This is an optimization exercise on Yosys and OpenROAD, whose aim is a short achievable clock period and few clock cycles, not a production implementation.
The RTL was checked by simulation tests, not by an equivalence proof against the original design.
Power is estimated from default activity; no workload was simulated.

$ cat design/flow/run.sh
#!/bin/bash
# synth_recipe.tcl (not shown) runs the flow's synth.tcl, then flattens the netlist and writes it again
# the make line also repeats each setting of config.mk as NAME=value (left out here)
make -C /OpenROAD-flow-scripts/flow DESIGN_CONFIG=/design/flow/config.mk WORK_HOME=/design/flow/orfs CLKGATE_MAP_FILE= SYNTH_SCRIPT=/design/flow/synth_recipe.tcl finish
$ cat design/flow/config.mk
export PLATFORM = sky130hd
export DESIGN_NAME = rv_core_top
export DESIGN_NICKNAME = rv_core_top
export VERILOG_FILES = /design/flow/design.v
export SDC_FILE = /design/flow/constraint.sdc
export NUM_CORES = 4
export LEC_CHECK = 0
export CAP_MARGIN = 20
export CORE_MARGIN = 2
export CORE_UTILIZATION = 40
export SLEW_MARGIN = 20
$ cat design/flow/constraint.sdc
create_clock -name core_clock -period 6.5 [get_ports {clk}]
set_input_delay 1.3000 -clock core_clock [delete_from_list [all_inputs] [get_ports {clk}]]
set_output_delay 1.3000 -clock core_clock [all_outputs]
set_load 0.01 [all_outputs]
$ cat design/flow/design.v
localparam logic [6:0] OPC_OP     = 7'b0110011;
localparam logic [6:0] OPC_OP_IMM = 7'b0010011;
localparam logic [6:0] OPC_LUI    = 7'b0110111;
localparam logic [6:0] OPC_STORE  = 7'b0100011;
localparam logic [6:0] OPC_BRANCH = 7'b1100011;
localparam logic [6:0] OPC_JAL    = 7'b1101111;
localparam logic [2:0] F3_ADD_SUB = 3'b000;
localparam logic [2:0] F3_SLL     = 3'b001;
localparam logic [2:0] F3_SLT     = 3'b010;
localparam logic [2:0] F3_SLTU    = 3'b011;
localparam logic [2:0] F3_XOR     = 3'b100;
localparam logic [2:0] F3_SRL_SRA = 3'b101;
localparam logic [2:0] F3_OR      = 3'b110;
localparam logic [2:0] F3_AND     = 3'b111;
localparam logic [2:0] F3_BEQ = F3_ADD_SUB;
localparam logic [2:0] F3_BNE = F3_SLL;
localparam logic [2:0] F3_SW  = F3_SLT;
localparam logic [3:0] ALU_ADD    = 4'd0;
localparam logic [3:0] ALU_SUB    = 4'd1;
localparam logic [3:0] ALU_AND    = 4'd2;
localparam logic [3:0] ALU_OR     = 4'd3;
localparam logic [3:0] ALU_XOR    = 4'd4;
localparam logic [3:0] ALU_SLL    = 4'd5;
localparam logic [3:0] ALU_SRL    = 4'd6;
localparam logic [3:0] ALU_SRA    = 4'd7;
localparam logic [3:0] ALU_SLT    = 4'd8;
localparam logic [3:0] ALU_SLTU   = 4'd9;
localparam logic [3:0] ALU_PASS_B = 4'd10;
localparam logic [2:0] CLS_NOP   = 3'd0;
localparam logic [2:0] CLS_ALU   = 3'd1;
localparam logic [2:0] CLS_STORE = 3'd2;
localparam logic [2:0] CLS_BEQ   = 3'd3;
localparam logic [2:0] CLS_BNE   = 3'd4;
localparam logic [2:0] CLS_JAL   = 3'd5;
`timescale 1ns/1ps
module reg_file (
    input  logic                    clk,
    input  logic                    rst_n_i,
    input  logic [5-1:0] raddr1_i,
    input  logic [5-1:0] raddr2_i,
    output logic [32-1:0]   rdata1_o,
    output logic [32-1:0]   rdata2_o,
    input  logic                    we_i,
    input  logic [5-1:0] waddr_i,
    input  logic [32-1:0]   wdata_i
);
    logic [32-1:0] regs_q [32];
    always_ff @(posedge clk or negedge rst_n_i) begin
        if (!rst_n_i) begin
            for (int i = 0; i < 32; i++) begin
                regs_q[i] <= '0;
            end
        end else if (we_i && (waddr_i != '0)) begin
            regs_q[waddr_i] <= wdata_i;
        end
    end
    assign rdata1_o = regs_q[raddr1_i];
    assign rdata2_o = regs_q[raddr2_i];
endmodule
`timescale 1ns/1ps
module fetch_decode (
    input  logic                    clk,
    input  logic                    rst_n_i,
    input  logic [31:0]             inst_i,
    output logic [32-1:0]   inst_addr_o,
    input  logic                    redirect_i,
    input  logic [32-1:0]   redirect_pc_i,
    output logic [5-1:0] rf_raddr1_o,
    output logic [5-1:0] rf_raddr2_o,
    input  logic [32-1:0]   rf_rdata1_i,
    input  logic [32-1:0]   rf_rdata2_i,
    output logic                    dec_valid_o,
    output logic [32-1:0]   dec_pc_o,
    output logic [2:0]              dec_op_class_o,
    output logic [3:0]              dec_alu_op_o,
    output logic [5-1:0] dec_rs1_o,
    output logic [5-1:0] dec_rs2_o,
    output logic [32-1:0]   dec_rs1_data_o,
    output logic [32-1:0]   dec_rs2_data_o,
    output logic                    dec_use_imm_o,
    output logic [32-1:0]   dec_imm_o,
    output logic [5-1:0] dec_rd_o
);
localparam logic [6:0] OPC_OP     = 7'b0110011;
localparam logic [6:0] OPC_OP_IMM = 7'b0010011;
localparam logic [6:0] OPC_LUI    = 7'b0110111;
localparam logic [6:0] OPC_STORE  = 7'b0100011;
localparam logic [6:0] OPC_BRANCH = 7'b1100011;
localparam logic [6:0] OPC_JAL    = 7'b1101111;
localparam logic [2:0] F3_ADD_SUB = 3'b000;
localparam logic [2:0] F3_SLL     = 3'b001;
localparam logic [2:0] F3_SLT     = 3'b010;
localparam logic [2:0] F3_SLTU    = 3'b011;
localparam logic [2:0] F3_XOR     = 3'b100;
localparam logic [2:0] F3_SRL_SRA = 3'b101;
localparam logic [2:0] F3_OR      = 3'b110;
localparam logic [2:0] F3_AND     = 3'b111;
localparam logic [2:0] F3_BEQ = F3_ADD_SUB;
localparam logic [2:0] F3_BNE = F3_SLL;
localparam logic [2:0] F3_SW  = F3_SLT;
localparam logic [3:0] ALU_ADD    = 4'd0;
localparam logic [3:0] ALU_SUB    = 4'd1;
localparam logic [3:0] ALU_AND    = 4'd2;
localparam logic [3:0] ALU_OR     = 4'd3;
localparam logic [3:0] ALU_XOR    = 4'd4;
localparam logic [3:0] ALU_SLL    = 4'd5;
localparam logic [3:0] ALU_SRL    = 4'd6;
localparam logic [3:0] ALU_SRA    = 4'd7;
localparam logic [3:0] ALU_SLT    = 4'd8;
localparam logic [3:0] ALU_SLTU   = 4'd9;
localparam logic [3:0] ALU_PASS_B = 4'd10;
localparam logic [2:0] CLS_NOP   = 3'd0;
localparam logic [2:0] CLS_ALU   = 3'd1;
localparam logic [2:0] CLS_STORE = 3'd2;
localparam logic [2:0] CLS_BEQ   = 3'd3;
localparam logic [2:0] CLS_BNE   = 3'd4;
localparam logic [2:0] CLS_JAL   = 3'd5;
    logic [32-1:0] pc_q;
    logic [6:0]            opcode;
    logic [2:0]            funct3;
    logic [6:0]            funct7;
    logic [2:0]            op_class;
    logic [3:0]            alu_op;
    logic                  use_imm;
    logic [32-1:0] imm;
    function automatic logic [3:0] alu_from_f3(input logic [2:0] f3, input logic alt);
        case (f3)
            F3_ADD_SUB: alu_from_f3 = alt ? ALU_SUB : ALU_ADD;
            F3_SLL:     alu_from_f3 = ALU_SLL;
            F3_SLT:     alu_from_f3 = ALU_SLT;
            F3_SLTU:    alu_from_f3 = ALU_SLTU;
            F3_XOR:     alu_from_f3 = ALU_XOR;
            F3_SRL_SRA: alu_from_f3 = alt ? ALU_SRA : ALU_SRL;
            F3_OR:      alu_from_f3 = ALU_OR;
            default:    alu_from_f3 = ALU_AND;
        endcase
    endfunction
    always_ff @(posedge clk or negedge rst_n_i) begin
        if (!rst_n_i) begin
            pc_q <= 32'h0000_0000;
        end else if (redirect_i) begin
            pc_q <= redirect_pc_i;
        end else begin
            pc_q <= pc_q + 32'd4;
        end
    end
    assign inst_addr_o = pc_q;
    assign opcode = inst_i[6:0];
    assign funct3 = inst_i[14:12];
    assign funct7 = inst_i[31:25];
    always_comb begin
        op_class = CLS_NOP;
        alu_op   = ALU_ADD;
        use_imm  = 1'b0;
        imm      = '0;
        case (opcode)
            OPC_OP: begin
                op_class = CLS_ALU;
                alu_op   = alu_from_f3(funct3, funct7[5]);
            end
            OPC_OP_IMM: begin
                op_class = CLS_ALU;
                alu_op   = alu_from_f3(funct3, funct7[5] && (funct3 == F3_SRL_SRA));
                use_imm  = 1'b1;
                imm      = {{20{inst_i[31]}}, inst_i[31:20]};
            end
            OPC_LUI: begin
                op_class = CLS_ALU;
                alu_op   = ALU_PASS_B;
                use_imm  = 1'b1;
                imm      = {inst_i[31:12], 12'b0};
            end
            OPC_STORE: begin
                if (funct3 == F3_SW) begin
                    op_class = CLS_STORE;
                    use_imm  = 1'b1;
                    imm      = {{20{inst_i[31]}}, inst_i[31:25], inst_i[11:7]};
                end
            end
            OPC_BRANCH: begin
                if (funct3 == F3_BEQ) begin
                    op_class = CLS_BEQ;
                end else if (funct3 == F3_BNE) begin
                    op_class = CLS_BNE;
                end
                imm = {{20{inst_i[31]}}, inst_i[7], inst_i[30:25], inst_i[11:8], 1'b0};
            end
            OPC_JAL: begin
                op_class = CLS_JAL;
                imm = {{12{inst_i[31]}}, inst_i[19:12], inst_i[20], inst_i[30:21], 1'b0};
            end
            default: begin
                op_class = CLS_NOP;
            end
        endcase
    end
    assign rf_raddr1_o = inst_i[19:15];
    assign rf_raddr2_o = inst_i[24:20];
    assign dec_valid_o    = !redirect_i;
    assign dec_pc_o       = pc_q;
    assign dec_op_class_o = op_class;
    assign dec_alu_op_o   = alu_op;
    assign dec_rs1_o      = inst_i[19:15];
    assign dec_rs2_o      = inst_i[24:20];
    assign dec_rs1_data_o = rf_rdata1_i;
    assign dec_rs2_data_o = rf_rdata2_i;
    assign dec_use_imm_o  = use_imm;
    assign dec_imm_o      = imm;
    assign dec_rd_o       = inst_i[11:7];
endmodule
`timescale 1ns/1ps
module id_ex_buffer (
    input  logic                    clk,
    input  logic                    rst_n_i,
    input  logic                    wb_en_i,
    input  logic [5-1:0] wb_rd_i,
    input  logic [32-1:0]   wb_data_i,
    input  logic                    dec_valid_i,
    input  logic [32-1:0]   dec_pc_i,
    input  logic [2:0]              dec_op_class_i,
    input  logic [3:0]              dec_alu_op_i,
    input  logic [5-1:0] dec_rs1_i,
    input  logic [5-1:0] dec_rs2_i,
    input  logic [32-1:0]   dec_rs1_data_i,
    input  logic [32-1:0]   dec_rs2_data_i,
    input  logic                    dec_use_imm_i,
    input  logic [32-1:0]   dec_imm_i,
    input  logic [5-1:0] dec_rd_i,
    output logic                    exe_valid_o,
    output logic [32-1:0]   exe_pc_o,
    output logic [2:0]              exe_op_class_o,
    output logic [3:0]              exe_alu_op_o,
    output logic [5-1:0] exe_rs1_o,
    output logic [5-1:0] exe_rs2_o,
    output logic [32-1:0]   exe_rs1_data_o,
    output logic [32-1:0]   exe_rs2_data_o,
    output logic                    exe_use_imm_o,
    output logic [32-1:0]   exe_imm_o,
    output logic [5-1:0] exe_rd_o
);
    logic fwd1;
    logic fwd2;
    assign fwd1 = wb_en_i && (wb_rd_i != '0) && (wb_rd_i == dec_rs1_i);
    assign fwd2 = wb_en_i && (wb_rd_i != '0) && (wb_rd_i == dec_rs2_i);
    always_ff @(posedge clk or negedge rst_n_i) begin
        if (!rst_n_i) begin
            exe_valid_o <= 1'b0;
        end else begin
            exe_valid_o <= dec_valid_i;
        end
    end
    always_ff @(posedge clk) begin
        exe_pc_o       <= dec_pc_i;
        exe_op_class_o <= dec_op_class_i;
        exe_alu_op_o   <= dec_alu_op_i;
        exe_rs1_o      <= dec_rs1_i;
        exe_rs2_o      <= dec_rs2_i;
        exe_rs1_data_o <= fwd1 ? wb_data_i : dec_rs1_data_i;
        exe_rs2_data_o <= fwd2 ? wb_data_i : dec_rs2_data_i;
        exe_use_imm_o  <= dec_use_imm_i;
        exe_imm_o      <= dec_imm_i;
        exe_rd_o       <= dec_rd_i;
    end
endmodule
`timescale 1ns/1ps
module execute_unit (
    input  logic                    clk,
    input  logic                    rst_n_i,
    input  logic                    exe_valid_i,
    input  logic [32-1:0]   exe_pc_i,
    input  logic [2:0]              exe_op_class_i,
    input  logic [3:0]              exe_alu_op_i,
    input  logic [32-1:0]   exe_rs1_data_i,
    input  logic [32-1:0]   exe_rs2_data_i,
    input  logic                    exe_use_imm_i,
    input  logic [32-1:0]   exe_imm_i,
    input  logic [5-1:0] exe_rd_i,
    output logic                    redirect_o,
    output logic [32-1:0]   redirect_pc_o,
    output logic                    wb_en_o,
    output logic [5-1:0] wb_rd_o,
    output logic [32-1:0]   wb_data_o,
    output logic                    mem_w_enable_o,
    output logic [32-1:0]   mem_w_addr_o,
    output logic [32-1:0]   mem_w_data_o
);
localparam logic [6:0] OPC_OP     = 7'b0110011;
localparam logic [6:0] OPC_OP_IMM = 7'b0010011;
localparam logic [6:0] OPC_LUI    = 7'b0110111;
localparam logic [6:0] OPC_STORE  = 7'b0100011;
localparam logic [6:0] OPC_BRANCH = 7'b1100011;
localparam logic [6:0] OPC_JAL    = 7'b1101111;
localparam logic [2:0] F3_ADD_SUB = 3'b000;
localparam logic [2:0] F3_SLL     = 3'b001;
localparam logic [2:0] F3_SLT     = 3'b010;
localparam logic [2:0] F3_SLTU    = 3'b011;
localparam logic [2:0] F3_XOR     = 3'b100;
localparam logic [2:0] F3_SRL_SRA = 3'b101;
localparam logic [2:0] F3_OR      = 3'b110;
localparam logic [2:0] F3_AND     = 3'b111;
localparam logic [2:0] F3_BEQ = F3_ADD_SUB;
localparam logic [2:0] F3_BNE = F3_SLL;
localparam logic [2:0] F3_SW  = F3_SLT;
localparam logic [3:0] ALU_ADD    = 4'd0;
localparam logic [3:0] ALU_SUB    = 4'd1;
localparam logic [3:0] ALU_AND    = 4'd2;
localparam logic [3:0] ALU_OR     = 4'd3;
localparam logic [3:0] ALU_XOR    = 4'd4;
localparam logic [3:0] ALU_SLL    = 4'd5;
localparam logic [3:0] ALU_SRL    = 4'd6;
localparam logic [3:0] ALU_SRA    = 4'd7;
localparam logic [3:0] ALU_SLT    = 4'd8;
localparam logic [3:0] ALU_SLTU   = 4'd9;
localparam logic [3:0] ALU_PASS_B = 4'd10;
localparam logic [2:0] CLS_NOP   = 3'd0;
localparam logic [2:0] CLS_ALU   = 3'd1;
localparam logic [2:0] CLS_STORE = 3'd2;
localparam logic [2:0] CLS_BEQ   = 3'd3;
localparam logic [2:0] CLS_BNE   = 3'd4;
localparam logic [2:0] CLS_JAL   = 3'd5;
    logic [32-1:0] op_a;
    logic [32-1:0] op_b;
    logic [32-1:0] alu_res;
    logic [4:0]            shamt;
    logic                  equal;
    logic                  taken;
    logic                  is_jal;
    logic                  is_store;
    assign op_a  = exe_rs1_data_i;
    assign op_b  = exe_use_imm_i ? exe_imm_i : exe_rs2_data_i;
    assign shamt = op_b[4:0];
    always_comb begin
        case (exe_alu_op_i)
            ALU_ADD:    alu_res = op_a + op_b;
            ALU_SUB:    alu_res = op_a - op_b;
            ALU_AND:    alu_res = op_a & op_b;
            ALU_OR:     alu_res = op_a | op_b;
            ALU_XOR:    alu_res = op_a ^ op_b;
            ALU_SLL:    alu_res = op_a << shamt;
            ALU_SRL:    alu_res = op_a >> shamt;
            ALU_SRA:    alu_res = $signed(op_a) >>> shamt;
            ALU_SLT:    alu_res = {{(32-1){1'b0}}, $signed(op_a) < $signed(op_b)};
            ALU_SLTU:   alu_res = {{(32-1){1'b0}}, op_a < op_b};
            ALU_PASS_B: alu_res = op_b;
            default:    alu_res = '0;
        endcase
    end
    assign equal    = (exe_rs1_data_i == exe_rs2_data_i);
    assign is_jal   = (exe_op_class_i == CLS_JAL);
    assign is_store = exe_valid_i && (exe_op_class_i == CLS_STORE);
    assign taken = exe_valid_i &&
                   (((exe_op_class_i == CLS_BEQ) && equal) ||
                    ((exe_op_class_i == CLS_BNE) && !equal) ||
                    is_jal);
    assign redirect_o    = taken;
    assign redirect_pc_o = exe_pc_i + exe_imm_i;
    assign wb_en_o   = exe_valid_i && ((exe_op_class_i == CLS_ALU) || is_jal);
    assign wb_rd_o   = exe_rd_i;
    assign wb_data_o = is_jal ? exe_pc_i + 32'd4 : alu_res;
    always_ff @(posedge clk or negedge rst_n_i) begin
        if (!rst_n_i) begin
            mem_w_enable_o <= 1'b0;
        end else begin
            mem_w_enable_o <= is_store;
        end
    end
    always_ff @(posedge clk) begin
        mem_w_addr_o <= alu_res;
        mem_w_data_o <= exe_rs2_data_i;
    end
endmodule
`timescale 1ns/1ps
module rv_core_top (
    input  logic                  clk,
    input  logic                  rst_n_i,
    input  logic [31:0]           inst_i,
    output logic [32-1:0] inst_addr_o,
    output logic                  mem_w_enable_o,
    output logic [32-1:0] mem_w_addr_o,
    output logic [32-1:0] mem_w_data_o
);
    logic                    redirect;
    logic [32-1:0]   redirect_pc;
    logic [5-1:0] rf_raddr1;
    logic [5-1:0] rf_raddr2;
    logic [32-1:0]   rf_rdata1;
    logic [32-1:0]   rf_rdata2;
    logic                    wb_en;
    logic [5-1:0] wb_rd;
    logic [32-1:0]   wb_data;
    logic                    dec_valid;
    logic [32-1:0]   dec_pc;
    logic [2:0]              dec_op_class;
    logic [3:0]              dec_alu_op;
    logic [5-1:0] dec_rs1;
    logic [5-1:0] dec_rs2;
    logic [32-1:0]   dec_rs1_data;
    logic [32-1:0]   dec_rs2_data;
    logic                    dec_use_imm;
    logic [32-1:0]   dec_imm;
    logic [5-1:0] dec_rd;
    logic                    exe_valid;
    logic [32-1:0]   exe_pc;
    logic [2:0]              exe_op_class;
    logic [3:0]              exe_alu_op;
    logic [5-1:0] exe_rs1;
    logic [5-1:0] exe_rs2;
    logic [32-1:0]   exe_rs1_data;
    logic [32-1:0]   exe_rs2_data;
    logic                    exe_use_imm;
    logic [32-1:0]   exe_imm;
    logic [5-1:0] exe_rd;
    fetch_decode u_fetch_decode (
        .clk            (clk          ),
        .rst_n_i        (rst_n_i      ),
        .inst_i         (inst_i       ),
        .inst_addr_o    (inst_addr_o  ),
        .redirect_i     (redirect     ),
        .redirect_pc_i  (redirect_pc  ),
        .rf_raddr1_o    (rf_raddr1    ),
        .rf_raddr2_o    (rf_raddr2    ),
        .rf_rdata1_i    (rf_rdata1    ),
        .rf_rdata2_i    (rf_rdata2    ),
        .dec_valid_o    (dec_valid    ),
        .dec_pc_o       (dec_pc       ),
        .dec_op_class_o (dec_op_class ),
        .dec_alu_op_o   (dec_alu_op   ),
        .dec_rs1_o      (dec_rs1      ),
        .dec_rs2_o      (dec_rs2      ),
        .dec_rs1_data_o (dec_rs1_data ),
        .dec_rs2_data_o (dec_rs2_data ),
        .dec_use_imm_o  (dec_use_imm  ),
        .dec_imm_o      (dec_imm      ),
        .dec_rd_o       (dec_rd       )
    );
    reg_file u_reg_file (
        .clk      (clk       ),
        .rst_n_i  (rst_n_i   ),
        .raddr1_i (rf_raddr1 ),
        .raddr2_i (rf_raddr2 ),
        .rdata1_o (rf_rdata1 ),
        .rdata2_o (rf_rdata2 ),
        .we_i     (wb_en     ),
        .waddr_i  (wb_rd     ),
        .wdata_i  (wb_data   )
    );
    id_ex_buffer u_id_ex_buffer (
        .clk            (clk          ),
        .rst_n_i        (rst_n_i      ),
        .wb_en_i        (wb_en        ),
        .wb_rd_i        (wb_rd        ),
        .wb_data_i      (wb_data      ),
        .dec_valid_i    (dec_valid    ),
        .dec_pc_i       (dec_pc       ),
        .dec_op_class_i (dec_op_class ),
        .dec_alu_op_i   (dec_alu_op   ),
        .dec_rs1_i      (dec_rs1      ),
        .dec_rs2_i      (dec_rs2      ),
        .dec_rs1_data_i (dec_rs1_data ),
        .dec_rs2_data_i (dec_rs2_data ),
        .dec_use_imm_i  (dec_use_imm  ),
        .dec_imm_i      (dec_imm      ),
        .dec_rd_i       (dec_rd       ),
        .exe_valid_o    (exe_valid    ),
        .exe_pc_o       (exe_pc       ),
        .exe_op_class_o (exe_op_class ),
        .exe_alu_op_o   (exe_alu_op   ),
        .exe_rs1_o      (exe_rs1      ),
        .exe_rs2_o      (exe_rs2      ),
        .exe_rs1_data_o (exe_rs1_data ),
        .exe_rs2_data_o (exe_rs2_data ),
        .exe_use_imm_o  (exe_use_imm  ),
        .exe_imm_o      (exe_imm      ),
        .exe_rd_o       (exe_rd       )
    );
    execute_unit u_execute_unit (
        .clk            (clk            ),
        .rst_n_i        (rst_n_i        ),
        .exe_valid_i    (exe_valid      ),
        .exe_pc_i       (exe_pc         ),
        .exe_op_class_i (exe_op_class   ),
        .exe_alu_op_i   (exe_alu_op     ),
        .exe_rs1_data_i (exe_rs1_data   ),
        .exe_rs2_data_i (exe_rs2_data   ),
        .exe_use_imm_i  (exe_use_imm    ),
        .exe_imm_i      (exe_imm        ),
        .exe_rd_i       (exe_rd         ),
        .redirect_o     (redirect       ),
        .redirect_pc_o  (redirect_pc    ),
        .wb_en_o        (wb_en          ),
        .wb_rd_o        (wb_rd          ),
        .wb_data_o      (wb_data        ),
        .mem_w_enable_o (mem_w_enable_o ),
        .mem_w_addr_o   (mem_w_addr_o   ),
        .mem_w_data_o   (mem_w_data_o   )
    );
endmodule
==> reports/metrics.cfg <==
[status]
outcome=timing/DRC/antenna clean

[routing]
post_drt_wl_per_cell_um=39.3
drtIter0Drc=13388
postRouteAntennaNets=0
drc=0
postRouteWirelength_um=384000
via_per_inst=7.20
firstDrtPassIters=11
vias=70167

[setup_path]
setup.worst_path.class=reg -> reg
timing.rr.start=u_id_ex_buffer.exe_use_imm_o
regToRegSetupSlack_ps=480
critPathMaxStageDelay_ps=800
endpoint_kind=register
worst_path_max_delay_cell=mux2i_4
cp-startpoint=u_id_ex_buffer.exe_use_imm_o
cp.required_ps=7170
crit_fanout=33
critPathLaunchType=register
crit_chain=mux2i_4 > inv_2 > buf_4 > fa_1 > o21bai_1 > a21oi_1 > o31a_1 > nor4_1 > buf_4 > or4b_1 > a21oi_1 > o21ai_0 > a311oi_1 > o31ai_4 > buf_4 > o21ai_0
crit_end=u_reg_file.regs_q[18][0]
cp_common_cell=buf_4
r2r_cells=16
arrival_ps=6690
regToRegEndpoint=u_reg_file.regs_q[18][0]

[sta]
clock_skew_ps=40.9
relSlewSlack_pct=12.7
rsz0062_at_grt=no
final-max-slew-violation-count=0
setup_violations=0
fin_crit_sh_pct=92.7
tightest_slew_ps=1310
hold_violations=0
holdWs_ps=386
final.min_clock_period_ps=6020
fmaxAchievable_ghz=0.166
setup-tns-final_ps=0

[clock_tree]
post-cts-setup-buffer-count=0
ctsHoldBuffers=0
cts_buffers=143
h-tree-depth=4
cts_root_buffer=clkbuf_16
clk_latency_ps=830
ctsResizeCount=0
cts.clk_slew.worst_paths_ps=70
cts_tree=built
cts.sinks=1263
clk_path_buf_depth=3

[die]
initial_core_util_pct=40.3
die_area_um2=174000
io-pin-count=131
core.rowCount=151
core_region_area_um2=169000
die_y_um=417
die_x_um=417

[power_and_ir_drop]
power_density_nw_per_um2=232
p_total_mw=18.1
ir_worst_vdd_uv=200
p_leak_nw=32.8

[yosys]
netlist-cell-type-count=93
synth.top_cell.area_share_pct=38.8
synth.yosys.seq_area_share_pct=44.8
synthesis.area_um2=68300
synthCells=7523
synthArstFlopShare_pct=83.8
mappedNetlistNets=7696
synth_top_area_cell=dfrtp_1
yosys_warnings=5
yosysMostFrequentCell=nand2_1
yosys-top-cells-area=dfrtp_1, o21ai_0, nand2_1, dfxtp_1, a22oi_1
synth_edf_count=0
postSynthAreaPerCell_um2=9.07
synth-seq-cells=1263
synth_common_cells=nand2_1, dfrtp_1, o21ai_0, clkbuf_1, a22oi_1
ys.flop_type=dfrtp_1

[finish]
drive_gt1_share_pct=11.8
nets=7575
area_growth_pct=14.5

[job]
cap_violations=0

[global_routing]
grt_overflow=0
grtUsageTotal_pct=43.0
grt_max_degree=159
antenna_found_initial=22
grt_first_pass_wirelength_um=527000
grt_pass1_vias=65503

[min_path]
min_path_type=reg -> reg

[placement]
place_congestion=1.07
dp_hpwl_um=248000
portBuffers=130

sequential cells by signal, indices dropped and copies added, names as in the netlist:
name / flops
u_reg_file.regs_q: 1024
u_execute_unit.mem_w_addr_o: 32
u_execute_unit.mem_w_data_o: 32
u_fetch_decode.pc_q: 32
u_id_ex_buffer.exe_imm_o: 32
u_id_ex_buffer.exe_pc_o: 32
u_id_ex_buffer.exe_rs1_data_o: 32
u_id_ex_buffer.exe_rs2_data_o: 32
u_id_ex_buffer.exe_rd_o: 5
u_id_ex_buffer.exe_alu_op_o: 4
u_id_ex_buffer.exe_op_class_o: 3
u_execute_unit.mem_w_enable_o: 1
u_id_ex_buffer.exe_use_imm_o: 1
u_id_ex_buffer.exe_valid_o: 1
worst max-delay path: cells and delay by family, from the launching register on:
kind            cells  cell delay [ps]
compound gates      8             2240
fa+ha+maj           1              450
buf+inv             4             1040
flops               1              630
mux                 1              800
simple gates        2              650
cell usage in the layout (no fill, tap or decap), types with 24 or more instances in the layout:
master           count
clkdlybuf4s50_1    129
nor2_4              64
or4_1               29
o31ai_1            113
and3_1              32
a221oi_1           320
o32a_1              33
dfrtp_1           1058
xor2_1              71
nand2_1           1108
o22ai_1             63
nand2b_1            26
o21bai_1            24
a31oi_1             64
clkbuf_8            27
mux2_2             124
dfxtp_1            204
mux2i_1            101
buf_12              35
xnor2_1             54
buf_4              273
clkbuf_1            32
ha_1               136
a22o_1             282
a21oi_1            266
a211oi_1            39
nand3_1            190
o21ai_0            927
o211ai_1            47
clkbuf_16          147
mux4_2              41
nand4_1            136
a21o_1              63
a22oi_1            426
nor2_1             243
inv_1              124
nor3_1              52
power by group:
part           switching (mW)  internal (mW)  leakage (nW)  total (mW)
clock                    3.61           4.77          2.33        8.38
sequential              0.205           7.99          16.4        8.19
combinational            1.08          0.450          14.0        1.53
total                    4.90           13.2          32.8        18.1
metal layers:
| metal | wire, um | up-vias | GRT usage, % | share of wire, % |
|---|---|---|---|---|
| met2 | 153000 | 6429 | 60.2 | 40 |
| li1 | - | 27837 | - | - |
| met4 | 40500 | 16 | 34.6 | 11 |
| met1 | 134000 | 33778 | 51.2 | 35 |
| met5 | 267 | - | 0.722 | 0.070 |
| met3 | 55800 | 2107 | 18.4 | 15 |
per-stage QoR:
stage / utilization [%] / instance area (um2) / setup WS (ps) / cells
2_1_floorplan: - / 68300 / 1580 / 7523
3_3_place_gp: 43.2 / 73200 / 64.8 / 9468
3_5_place_dp: 43.2 / 73200 / 728 / 9470
4_1_cts: 46.0 / 78000 / 690 / 9727
5_1_grt: 46.1 / 78100 / 360 / 9734
6_report: 46.1 / 78100 / 475 / 9750
area by class of cell:
type / instances / area [um2]
antenna: 18 / 45.0
clock buffer: 206 / 4170
clock inverter: 51 / 583
fill: 16052 / 91300
inverter: 128 / 483
multi-input combinational: 5424 / 35400
sequential: 1263 / 30600
tap: 2218 / 2780
timing repair buffer: 442 / 4150
worst min path at each step:
stage,from,depth (start not counted),slack [ps],end
2_1_floorplan,u_id_ex_buffer.exe_rs2_data_o[15],0,360,u_execute_unit.mem_w_data_o[15]
3_3_place_gp,u_reg_file.regs_q[0][21],0,380,u_reg_file.regs_q[0][21]
3_5_place_dp,u_id_ex_buffer.exe_rs2_data_o[17],0,380,u_execute_unit.mem_w_data_o[17]
4_1_cts,u_id_ex_buffer.exe_rs2_data_o[17],0,380,u_execute_unit.mem_w_data_o[17]
5_1_grt,u_id_ex_buffer.exe_rs2_data_o[17],0,400,u_execute_unit.mem_w_data_o[17]
6_report,u_id_ex_buffer.exe_rs2_data_o[17],0,390,u_execute_unit.mem_w_data_o[17]
kinds of logic (layout without fill, tap and decap cells):
| group | Yosys count | count (layout) | share of synthesized area [%] |
|---|---|---|---|
| buf+inv | 836 | 827 | 4.79 |
| compound gates | 2836 | 2836 | 28.0 |
| mux | 273 | 273 | 5.02 |
| fa+ha+maj | 139 | 139 | 2.58 |
| other cells | 0 | 18 | 0 |
| simple gates | 2049 | 2049 | 13.2 |
| flops | 1263 | 1263 | 44.8 |
| xor+xnor | 127 | 127 | 1.63 |
Testbench counts, summed over its fixed seeds: cycles 62,125.

## port drivers added, routing unchanged
The flow's constraints put no driver on any port. The routed layout listed below was extracted and timed again, unchanged, in two steps.
Step 1: set_driving_cell puts a clkbuf_16 on clk and a buf_2 on each other input, an assumption about the parent block.
Step 2 adds t to the input delays and takes it off the output delays; t is the mean of the earliest and latest rising clock arrival at the registers after step 1. Input paths then give back, and output paths get back, about the clock's delay inside the block.
a / b / c = ideal ports / drivers / drivers and shift; a / b = the first two.
t (ns): 0.901
slack for setup (ns): 0.475 / 0.475 / 0.475
worst hold slack (ns): 0.386 / 0.386 / 0.386
worst setup path at the end: register to register
latest minus earliest clock arrival (ns): 0.044 / 0.043
After both steps setup and hold are still met in this run. The setup slack of this run moves by 0.000 ns with the drivers and by 0.000 ns with both steps.
